This is an optimization exercise on Yosys and OpenROAD, whose aim is small area, a short achievable clock period and few clock cycles, not a production implementation. The RTL was checked by simulation tests, not by an equivalence proof against the original design. Power and IR drop assume default switching activity.

### flow/config.mk
export PLATFORM = sky130hd
export DESIGN_NAME = next_n_prefetch_queue
export DESIGN_NICKNAME = next_n_prefetch_queue
export VERILOG_FILES = /design/flow/design.v
export SDC_FILE = /design/flow/constraint.sdc
export NUM_CORES = 4
export LEC_CHECK = 0
export CAP_MARGIN = 20
export CORE_MARGIN = 2
export CORE_UTILIZATION = 40
export SETUP_SLACK_MARGIN = 2.5
export SLEW_MARGIN = 20
### flow/constraint.sdc
create_clock -name core_clock -period 5.5 [get_ports {clk}]
set_input_delay 1.1000 -clock core_clock [delete_from_list [all_inputs] [get_ports {clk}]]
set_output_delay 1.1000 -clock core_clock [all_outputs]
set_load 0.01 [all_outputs]
### flow/design.v
package npq_pkg;
	localparam int QUEUE_DEPTH = 32;
	localparam int MAX_WINDOW  = 16;
	localparam int ID_W     = 64;
	localparam int CMD_W    = 3;
	localparam int WIN_W    = 5;
	localparam int LVL_W    = 6;
	localparam int PTR_W    = $clog2(QUEUE_DEPTH);
	localparam int STEP_W   = $clog2(MAX_WINDOW + 2);
	localparam int CFG_IDX_W  = 2;
	localparam int CFG_DATA_W = 6;
	localparam int OUT_DATA_W = 80;
	typedef logic [CMD_W-1:0] cmd_code_t;
	localparam cmd_code_t CMD_REQUEST  = 3'd0;
	localparam cmd_code_t CMD_DISPATCH = 3'd1;
	localparam cmd_code_t CMD_COMPLETE = 3'd2;
	localparam cmd_code_t CMD_CLEAR    = 3'd3;
	localparam cmd_code_t CMD_PAUSE    = 3'd4;
	localparam cmd_code_t CMD_RESUME   = 3'd5;
	typedef logic [CFG_IDX_W-1:0] cfg_idx_t;
	localparam cfg_idx_t CFG_WINDOW = 2'd0;
	localparam cfg_idx_t CFG_LIMIT  = 2'd1;
	localparam cfg_idx_t CFG_RUN    = 2'd2;
	typedef struct packed {
		logic accept;
		logic push_step;
		logic rd_issue;
		logic take_flight;
		logic complete;
		logic clear;
		logic pause;
		logic resume;
		logic load_out;
	} npq_cmd_t;
	typedef struct packed {
		cmd_code_t cmd;
		logic      req_ok;
		logic      disp_ok;
		logic      push_end;
		logic      out_free;
	} npq_sts_t;
endpackage
module next_n_prefetch_queue (
	input  logic                           clk,
	input  logic                           arst_n,
	input  logic                           s_axis_tvalid,
	output logic                           s_axis_tready,
	input  logic [npq_pkg::ID_W-1:0]       s_axis_tdata,   
	input  logic [npq_pkg::CMD_W-1:0]      s_axis_tuser,   
	output logic                           m_axis_tvalid,
	input  logic                           m_axis_tready,
	output logic [npq_pkg::OUT_DATA_W-1:0] m_axis_tdata,
	output logic [0:0]                     m_axis_tuser,   
	input  logic                           cfg_valid,
	output logic                           cfg_ready,
	input  logic [npq_pkg::CFG_IDX_W-1:0]  cfg_index,
	input  logic [npq_pkg::CFG_DATA_W-1:0] cfg_data
);
	localparam int DEPTH = npq_pkg::QUEUE_DEPTH;
	localparam int HI_W  = npq_pkg::ID_W - 5;
	logic [4:0] win_q;
	logic [4:0] wm1_q;     
	logic [5:0] lim_q;
	logic       run_q;
	logic [4:0] cfg_win;
	logic [5:0] cfg_lim;
	assign cfg_ready = 1'b1;
	assign cfg_win   = cfg_data[4] ? 5'd16 : {1'b0, cfg_data[3:0]};
	assign cfg_lim   = cfg_data[5] ? 6'd32 : {1'b0, cfg_data[4:0]};
	always_ff @(posedge clk or negedge arst_n) begin
		if (!arst_n) begin
			win_q <= 5'd5;
			wm1_q <= 5'd4;
			lim_q <= 6'd20;
			run_q <= 1'b0;
		end else if (cfg_valid) begin
			case (cfg_index)
				npq_pkg::CFG_WINDOW: begin
					win_q <= cfg_win;
					wm1_q <= (cfg_win == '0) ? 5'd0 : cfg_win - 5'd1;
				end
				npq_pkg::CFG_LIMIT:  lim_q <= cfg_lim;
				npq_pkg::CFG_RUN:    run_q <= cfg_data[0];
				default: ;
			endcase
		end
	end
	logic             a_v;
	logic [2:0]       a_cmd;
	logic [HI_W-1:0]  a_hi;
	logic [4:0]       a_lo;
	logic             a_inwin;   
	logic [4:0]       a_d;       
	logic [5:0]       lvl_q;
	logic [4:0]       head_q;
	logic [4:0]       tail_q;
	logic [5:0]       e0_q;      
	logic [5:0]       room_q;    
	logic             fl_v_q;
	logic [HI_W-1:0]  fl_hi_q;
	logic [4:0]       fl_lo_q;
	logic             pause_q;
	logic [4:0]       push_q;
	logic             fv_q;
	logic [DEPTH-1:0] occ_q;     
	logic [DEPTH-1:0] inlim_q;   
	logic [HI_W-1:0]  hd_hi_q;   
	logic [5:0]       hd_s_q;    
	logic [HI_W-1:0]  mem_hi [DEPTH];
	logic [5:0]       mem_y  [DEPTH];
	logic out_free, go;
	assign out_free      = !m_axis_tvalid || m_axis_tready;
	assign go            = a_v && out_free;
	assign s_axis_tready = !a_v || out_free;
	logic is_req, is_disp, is_comp, is_clr, is_pau, is_res;
	assign is_req  = (a_cmd == npq_pkg::CMD_REQUEST);
	assign is_disp = (a_cmd == npq_pkg::CMD_DISPATCH);
	assign is_comp = (a_cmd == npq_pkg::CMD_COMPLETE);
	assign is_clr  = (a_cmd == npq_pkg::CMD_CLEAR);
	assign is_pau  = (a_cmd == npq_pkg::CMD_PAUSE);
	assign is_res  = (a_cmd == npq_pkg::CMD_RESUME);
	logic            disp_ok, take;
	logic [5:0]      hd_s;
	logic [HI_W-1:0] hd_id_hi;
	assign disp_ok = !pause_q && (lvl_q != '0) && !fl_v_q;
	assign take    = go && is_disp && disp_ok;
	assign hd_s    = hd_s_q;
	always_comb begin
		logic pa;
		pa = 1'b1;
		for (int i = 0; i < HI_W; i++) begin
			hd_id_hi[i] = hd_hi_q[i] ^ (hd_s[5] & pa);
			pa          = pa & hd_hi_q[i];
		end
	end
	logic [HI_W-1:0] in_hi;
	logic [4:0]      in_lo;
	logic [HI_W-1:0] in_cy;
	logic [HI_W-1:0] in_z;     
	logic [5:0]      in_lw;    
	assign in_hi = s_axis_tdata[63:5];
	assign in_lo = s_axis_tdata[4:0];
	assign in_lw = {1'b0, in_lo} + {1'b0, win_q};
	always_comb begin
		logic pa, pz;
		pa = 1'b1;
		pz = 1'b1;
		for (int i = 0; i < HI_W; i++) begin
			in_cy[i] = pa;
			in_z[i]  = pz;
			pa       = pa & in_hi[i];
			pz       = pz & !in_hi[i];
		end
	end
	function automatic logic cand_hit(input logic eq0, input logic eq1, input logic [4:0] f_lo,
	                                  input logic [4:0] b_lo, input logic [5:0] b_lw);
		logic borrow, le;
		borrow = (f_lo <= b_lo);
		le     = (f_lo <= b_lw[4:0]);
		cand_hit = borrow ? (eq1 && b_lw[5] && le) : (eq0 && (b_lw[5] || le));
	endfunction
	logic       hit_fl, hit_hd, inwin_nx;
	logic [4:0] d_fl, d_hd, d_nx;
	logic       fl_v_nx;
	logic fl_eq0, fl_eq1, hd_eq, hd_eqm1, hd_eqp1;
	assign fl_eq0  = (fl_hi_q == in_hi);
	assign fl_eq1  = ((fl_hi_q ^ in_hi ^ in_cy) == '0);
	assign hd_eq   = (hd_hi_q == in_hi);
	assign hd_eqm1 = ((hd_hi_q ^ in_hi ^ in_z) == '0);
	assign hd_eqp1 = ((hd_hi_q ^ in_hi ^ in_cy) == '0);
	assign hit_fl = cand_hit(fl_eq0, fl_eq1, fl_lo_q, in_lo, in_lw);
	assign hit_hd = cand_hit(hd_s[5] ? hd_eqm1 : hd_eq, hd_s[5] ? hd_eq : hd_eqp1,
	                         hd_s[4:0], in_lo, in_lw);
	assign d_fl   = fl_lo_q + ~in_lo;
	assign d_hd   = hd_s[4:0] + ~in_lo;
	assign fl_v_nx  = take ? 1'b1 : ((go && is_comp) ? 1'b0 : fl_v_q);
	assign inwin_nx = fl_v_nx && (take ? hit_hd : hit_fl);
	assign d_nx     = take ? d_hd : d_fl;
	always_ff @(posedge clk or negedge arst_n) begin
		if (!arst_n) begin
			a_v <= 1'b0;
		end else if (s_axis_tready) begin
			a_v <= s_axis_tvalid;
		end
	end
	always_ff @(posedge clk) begin
		if (s_axis_tready && s_axis_tvalid) begin
			a_cmd   <= s_axis_tuser;
			a_hi    <= in_hi;
			a_lo    <= in_lo;
			a_inwin <= inwin_nx;
			a_d     <= d_nx;
		end
	end
	logic [4:0] np0, np1, npush;
	logic       req_ok;
	assign req_ok = run_q && !pause_q;
	assign np0    = !req_ok ? 5'd0 : ((room_q > {1'b0, win_q})  ? win_q  : room_q[4:0]);
	assign np1    = !req_ok ? 5'd0 : ((room_q > {1'b0, wm1_q}) ? wm1_q : room_q[4:0]);
	assign npush  = a_inwin ? np1 : np0;
	logic [5:0]       s_adj;    
	logic [5:0]       y0, y1;
	logic [DEPTH-1:0] cand;
	logic [DEPTH-1:0] wen;
	logic [5:0]       wy [DEPTH];
	assign s_adj = {1'b0, tail_q} + {1'b0, a_d};
	assign y0    = {1'b0, a_lo} + 6'd1 - {1'b0, tail_q};
	assign y1    = {1'b0, a_lo} + 6'd2 - {1'b0, tail_q};
	always_comb begin
		for (int j = 0; j < DEPTH; j++)
			cand[j] = ((5'(j) >= tail_q) && (6'(j) < e0_q)) || (6'(j + 32) < e0_q);
		for (int j = 0; j < DEPTH; j++) begin
			logic ge_t, c1, adj;
			ge_t = (5'(j) >= tail_q);
			c1   = cand[j] && cand[(j + 1) % DEPTH];
			adj  = a_inwin && (ge_t ? (6'(j) >= s_adj) : (6'(j + 32) >= s_adj));
			wen[j] = go && is_req && req_ok && !occ_q[j] && inlim_q[j] && (a_inwin ? c1 : cand[j]);
			wy[j]  = (adj ? y1 : y0) ^ {!ge_t, 5'd0};
		end
	end
	always_ff @(posedge clk) begin
		for (int j = 0; j < DEPTH; j++) begin
			if (wen[j]) begin
				mem_hi[j] <= a_hi;
				mem_y[j]  <= wy[j];
			end
		end
	end
	logic fwd;
	assign fwd = go && is_req && (lvl_q == '0) && (npush != '0);
	always_ff @(posedge clk) begin
		if (fwd) begin
			hd_hi_q <= a_hi;
			hd_s_q  <= {1'b0, a_lo} + ((a_inwin && a_d == '0) ? 6'd2 : 6'd1);
		end else begin
			hd_hi_q <= mem_hi[head_q];
			hd_s_q  <= mem_y[head_q] + {1'b0, head_q};
		end
	end
	logic [5:0] e0_s0, e0_s1, t_s0, t_s1, e0_n0, e0_n1;
	assign t_s0  = {1'b0, tail_q} + {1'b0, np0};
	assign t_s1  = {1'b0, tail_q} + {1'b0, np1};
	assign e0_s0 = e0_q + {1'b0, np0};
	assign e0_s1 = e0_q + {1'b0, np1};
	assign e0_n0 = {e0_s0[5] & !t_s0[5], e0_s0[4:0]};
	assign e0_n1 = {e0_s1[5] & !t_s1[5], e0_s1[4:0]};
	logic [6:0] room_d0, room_d1;
	logic [5:0] room_n0, room_n1;
	assign room_d0 = {1'b0, room_q} - {2'b0, win_q};
	assign room_d1 = {1'b0, room_q} - {2'b0, wm1_q};
	assign room_n0 = !req_ok ? room_q : (room_d0[6] ? 6'd0 : room_d0[5:0]);
	assign room_n1 = !req_ok ? room_q : (room_d1[6] ? 6'd0 : room_d1[5:0]);
	logic [5:0] cfg_room;
	assign cfg_room = (cfg_lim > lvl_q) ? cfg_lim - lvl_q : 6'd0;
	logic [DEPTH-1:0] cfg_inlim;
	logic [DEPTH-1:0] clr_inlim;
	always_comb begin
		logic [2*DEPTH-1:0] t;
		for (int j = 0; j < DEPTH; j++) clr_inlim[j] = (6'(j) < lim_q);
		t = {2{DEPTH'(0)}};
		for (int j = 0; j < DEPTH; j++) t[j] = (6'(j) < cfg_lim);
		t = t << head_q;
		cfg_inlim = t[DEPTH-1:0] | t[2*DEPTH-1:DEPTH];
	end
	always_ff @(posedge clk or negedge arst_n) begin
		if (!arst_n) begin
			occ_q   <= '0;
			inlim_q <= DEPTH'((64'd1 << 20) - 64'd1);
			room_q  <= 6'd20;
		end else if (cfg_valid && cfg_index == npq_pkg::CFG_LIMIT) begin
			inlim_q <= cfg_inlim;
			room_q  <= cfg_room;
		end else if (go) begin
			if (is_clr) begin
				occ_q   <= '0;
				inlim_q <= clr_inlim;
				room_q  <= lim_q;
			end
			if (is_req) begin
				occ_q  <= occ_q | wen;
				room_q <= a_inwin ? room_n1 : room_n0;
			end
			if (take) begin
				occ_q   <= occ_q & ~(DEPTH'(1) << head_q);
				inlim_q <= {inlim_q[DEPTH-2:0], inlim_q[DEPTH-1]};
				room_q  <= (lvl_q <= lim_q) ? room_q + 6'd1 : 6'd0;
			end
		end
	end
	always_ff @(posedge clk or negedge arst_n) begin
		if (!arst_n) begin
			e0_q <= 6'd5;
		end else if (cfg_valid && cfg_index == npq_pkg::CFG_WINDOW) begin
			e0_q <= {1'b0, tail_q} + {1'b0, cfg_win};
		end else if (go) begin
			if (is_clr) e0_q <= {1'b0, win_q};
			if (is_req) e0_q <= a_inwin ? e0_n1 : e0_n0;
		end
	end
	always_ff @(posedge clk or negedge arst_n) begin
		if (!arst_n) begin
			lvl_q   <= '0;
			head_q  <= '0;
			tail_q  <= '0;
			fl_v_q  <= 1'b0;
			fl_hi_q <= '0;
			fl_lo_q <= '0;
			pause_q <= 1'b0;
		end else if (go) begin
			if (is_clr) begin
				lvl_q  <= '0;
				head_q <= '0;
				tail_q <= '0;
			end
			if (is_req) begin
				lvl_q  <= a_inwin ? lvl_q + {1'b0, np1} : lvl_q + {1'b0, np0};
				tail_q <= a_inwin ? t_s1[4:0] : t_s0[4:0];
			end
			if (take) begin
				lvl_q   <= lvl_q - 6'd1;
				head_q  <= head_q + 5'd1;
				fl_v_q  <= 1'b1;
				fl_hi_q <= hd_id_hi;
				fl_lo_q <= hd_s[4:0];
			end
			if (is_comp) fl_v_q <= 1'b0;
			if (is_pau) pause_q <= 1'b1;
			if (is_res) pause_q <= 1'b0;
		end
	end
	always_ff @(posedge clk or negedge arst_n) begin
		if (!arst_n) begin
			m_axis_tvalid <= 1'b0;
		end else if (go) begin
			m_axis_tvalid <= 1'b1;
		end else if (m_axis_tready) begin
			m_axis_tvalid <= 1'b0;
		end
	end
	always_ff @(posedge clk) begin
		if (go) begin
			push_q <= is_req ? npush : 5'd0;
			fv_q   <= take;
		end
	end
	assign m_axis_tdata = {3'b000, pause_q, fl_v_q, lvl_q, push_q,
	                       fv_q ? {fl_hi_q, fl_lo_q} : 64'd0};
	assign m_axis_tuser = fv_q;
endmodule
### flow/run.sh
#!/bin/bash
# synth_recipe.tcl (not shown) runs the flow's synth.tcl, then flattens the netlist and writes it again
# the make line also repeats each setting of config.mk as NAME=value (left out here)
make -C /OpenROAD-flow-scripts/flow DESIGN_CONFIG=/design/flow/config.mk WORK_HOME=/design/flow/orfs CLKGATE_MAP_FILE= SYNTH_SCRIPT=/design/flow/synth_recipe.tcl finish
==> impl_metrics.py <==
metrics = {
    "synthesis": {
        "synthFlopType": "edfxtp_1",
        "synth_edf_count": 2159,
        "postSynthAreaPerCell_um2": 13.9,
        "synth_commonest_cells": "edfxtp_1 (2,159), a22oi_1 (443), clkbuf_1 (428), nor2_1 (357), a21oi_1 (352)",
        "ys_ff_latch": 2401,
        "ys_seq_area_frac": 0.677,
        "synth_cell_types": 92,
        "synth_area_um2": 104000,
        "synthMostInstantiatedCell": "edfxtp_1",
        "synth_cells": 7505,
        "synth-async-reset-ratio": 0.0737,
        "synth_top_cell_by_area": "edfxtp_1",
        "ys_top_cells_by_area": "edfxtp_1 (62%), dfrtp_1 (3.6%), a22oi_1 (3.2%)",
        "synth.top_cell.area_share": 0.622,
        "yosysWarnings": 4,
    },
    "global_route": {
        "grt_max_degree": 116,
        "grt_usage": 0.330,
        "grt_overflow": 0,
        "antenna_found_initial": 15,
        "grt_pass1_wl_um": 608000,
        "grt_pass1_vias": 74300,
    },
    "worst_hold_path": {
        "min_path_type": "in -> async",
    },
    "power": {
        "leakage_nw": 46.4,
        "peakVddDrop_mv": 0.364,
        "power_density_nw_per_um2": 424,
    },
    "final_layout": {
        "fillers": 21200,
        "area_growth_pct": 27.9,
        "seq_area_um2": 70700,
        "nets": 8554,
        "final_cell_area_um2": 133000,
        "drive_above_1_share": 0.263,
        "multi_input_comb_area_um2": 35700,
    },
    "worst_setup_path": {
        "cp_max_fo": 34,
        "cp-start-kind": "register",
        "critical_path_class": "reg -> reg",
        "critPathMostFrequentCell": "a21oi_2",
        "slowest_stage": "nor2_2",
        "endpoint_kind": "register",
        "cpPeakStageDelay_ns": 0.69,
        "worstPathCellList": "buf_12 -> nor2_2 -> nand3_4 -> nor2_1 -> a21oi_2 -> buf_6 -> ha_4 -> a21o_1 -> a21oi_2 -> o21bai_1 -> a21oi_1 -> xor2_1 -> mux2i_1",
        "arrival_ns": 4.71,
        "worstPathRequired_ns": 6.28,
    },
    "routing": {
        "wl_per_cell_um": 38.7,
        "via_per_inst": 6.65,
        "wl_um": 462000,
        "via_count": 79400,
        "antenna_left": 0,
        "first_pass_iters": 7,
        "drt_iter0_drc": 13500,
        "drc": 0,
    },
    "floorplan": {
        "core_region_area_um2": 259000,
        "chipWidth_um": 515,
        "rows": 187,
        "io_pins": 164,
        "start_util": 0.402,
        "die_h_um": 515,
        "die_area_um2": 265000,
    },
    "sta": {
        "skew_ns": 0.0613,
        "max_freq_mhz": 254,
        "worst_pin_slew_ns": 1.16,
        "fin_crit_ns": 3.94,
        "whs_ns": 0.242,
        "slew_viol_final": 0,
        "hold_viol_final": 0,
        "grt_setup_unrepaired": "true",
        "fin_tns_setup_ns": 0,
        "period_share": 0.716,
        "final.setup.worst_slack_ns": 1.56,
        "finalSetupViolations": 0,
        "relSlewSlack": 0.224,
    },
    "placed_design": {
        "place_congestion": 0.964,
        "portBuffers": 159,
        "dpl.hpwl_um": 241000,
        "dp_slack_ns": 0.117,
        "placed_area_um2": 113000,
    },
    "job": {
        "maxCapViolCount": 0,
    },
    "clock_tree": {
        "cts_tree": "built",
        "postCtsHoldBufs": 0,
        "cts_made_buffers": 237,
        "clk_path_buf_depth": 3,
        "clock-sinks": 2401,
        "cts_root_buf": "clkbuf_16",
        "clkLatencyLatePin_ns": 0.91,
        "htreeDepth": 4,
        "cts.clk_slew.worst_paths_ns": 0.06,
    },
    "status": {
        "outcome": "no timing/DRC/antenna violations",
    },
}
## layout by cell type, fill, tap and decap left out, types with 163 or more instances in the layout
| cell type | Yosys | layout |
|---|---|---|
| buf_6 | 0 | 246 |
| xnor2_1 | 218 | 180 |
| mux2i_1 | 202 | 179 |
| nor2_1 | 357 | 294 |
| buf_4 | 10 | 455 |
| a21oi_1 | 352 | 284 |
| nand2_1 | 323 | 278 |
| clkbuf_16 | 0 | 282 |
| o21ai_0 | 263 | 217 |
| a22oi_1 | 443 | 441 |
| nand3_1 | 228 | 216 |
| edfxtp_1 | 2159 | 2159 |
| a22o_1 | 242 | 242 |
| a221oi_1 | 252 | 233 |
| nand4_1 | 163 | 163 |
## timing repair
| item | CTS | global route |
|---|---|---|
| setup endpoints to repair | 2519 | 1369 |
| endpoints found under the hold margin | 0 | 0 |
| pin swaps | 183 | 180 |
| gates cloned | 65 | 44 |
| setup buffers | 328 | 132 |
| resized for setup | 1200 | 495 |
## cell families after synthesis
logic type               Yosys count  share of synthesized area
XOR/XNOR                         355                     0.0298
buffers and inverters            650                     0.0240
AND/OR/NAND/NOR                 1649                     0.0817
multiplexers                     320                     0.0324
AO/OA/AOI/OAI                   1950                      0.134
adder cells (fa/ha/maj)          178                     0.0214
other                              2                  0.0000720
flip-flops                      2401                      0.677
## critical path, delay by kind of cell, from the launching register on
family                   cells  cell delay (ns)
buffers and inverters        2             0.40
AO/OA/AOI/OAI                5             0.70
XOR/XNOR                     1             0.28
multiplexers                 1             0.11
AND/OR/NAND/NOR              3             1.53
adder cells (fa/ha/maj)      1             0.21
flip-flops                   1             0.52
## metal layers
metal | up-vias | GRT usage | wire length [um]
met5 | - | 0 | 69
met4 | 12 | 0.164 | 29600
met3 | 1344 | 0.0837 | 64700
met2 | 6379 | 0.506 | 202000
met1 | 40200 | 0.435 | 166000
li1 | 31500 | - | -
## layout make-up
| class | instances | share of cell area |
|---|---|---|
| Timing Repair Buffer | 1121 | 0.107 |
| Sequential cell | 2401 | 0.530 |
| Clock buffer | 290 | 0.0475 |
| Antenna cell | 7 | 0.000131 |
| Multi-Input combinational cell | 4463 | 0.267 |
| Tap cell | 3402 | 0.0319 |
| Inverter | 117 | 0.00366 |
| Clock inverter | 152 | 0.0122 |
## state kept, by name (all words and copies together), names as in the netlist, 6 cells and up
register and flops:
mem_hi 1888, mem_y 192, a_hi 59, fl_hi_q 59
hd_hi_q 59, inlim_q 32, occ_q 32, e0_q 6
hd_s_q 6, lim_q 6, lvl_q 6, room_q 6
## metrics by stage
stage / cells / utilization / total power [W]
final: 12000 / 0.514 / 0.0565
after CTS: 11800 / 0.496 / 0.0542
after global routing: 11900 / 0.514 / 0.0579
after detailed placement: 10900 / 0.435 / 0.0347
after global placement: 10900 / 0.434 / 0.0346
after floorplan: 7507 / - / 0.0294
## path summary, 6_finish.rpt
| check | start | to | slack (ns) | depth (start not counted) |
|---|---|---|---|---|
| setup reg to reg | head_q[4]$_DFFE_PN0P_ | hd_s_q[5]$_DFF_P_ | 1.56 | 13 |
| hold reg to reg | wm1_q[4]$_DFFE_PN0P_ | wm1_q[4]$_DFFE_PN0P_ | 0.50 | 2 |
| hold / removal | arst_n | fl_hi_q[27]$_DFFE_PN0P_ | 0.24 | 1 |
| max in group asynchronous | arst_n | head_q[2]$_DFFE_PN0P_ | 3.98 | 2 |
| min in group core_clock | wm1_q[4]$_DFFE_PN0P_ | wm1_q[4]$_DFFE_PN0P_ | 0.50 | 2 |
| setup / recovery | head_q[4]$_DFFE_PN0P_ | hd_s_q[5]$_DFF_P_ | 1.56 | 13 |
## report_power, final
part | switching, W | total, W | internal [W] | leakage [nW]
logic | 0.00969 | 0.0170 | 0.00727 | 20.3
clock network | 0.00730 | 0.0167 | 0.00942 | 3.86
registers | 0.00168 | 0.0228 | 0.0212 | 22.2
total | 0.0187 | 0.0565 | 0.0379 | 46.4
Testbench counts, summed over its fixed seeds: cycles 14,640.

==> re-timing with driven ports <==
Ports are ideal in the flow. The routed layout listed here was re-timed in OpenROAD.
Step 1 assumes that a clkbuf_16 drives the clock port and a buf_2 every other input.
Step 2, shift: input delay + t, output delay - t, t = (earliest + latest rising clock arrival at the registers) / 2. This alone moves slack from input paths to output paths.
a / b / c = ideal / step 1 / step 2; a / b = the first two.
t (ns): 0.991
slack for setup (ns): 1.563 / 1.563 / 0.697
worst setup path after step 2: input to register
worst slew at a driven data input, ns: 0.14
pins driven straight from the clock port: 1
After both steps this run still meets setup and hold. For this run, drivers alone change the setup slack by 0.000 ns; drivers and shift together by -0.866 ns.
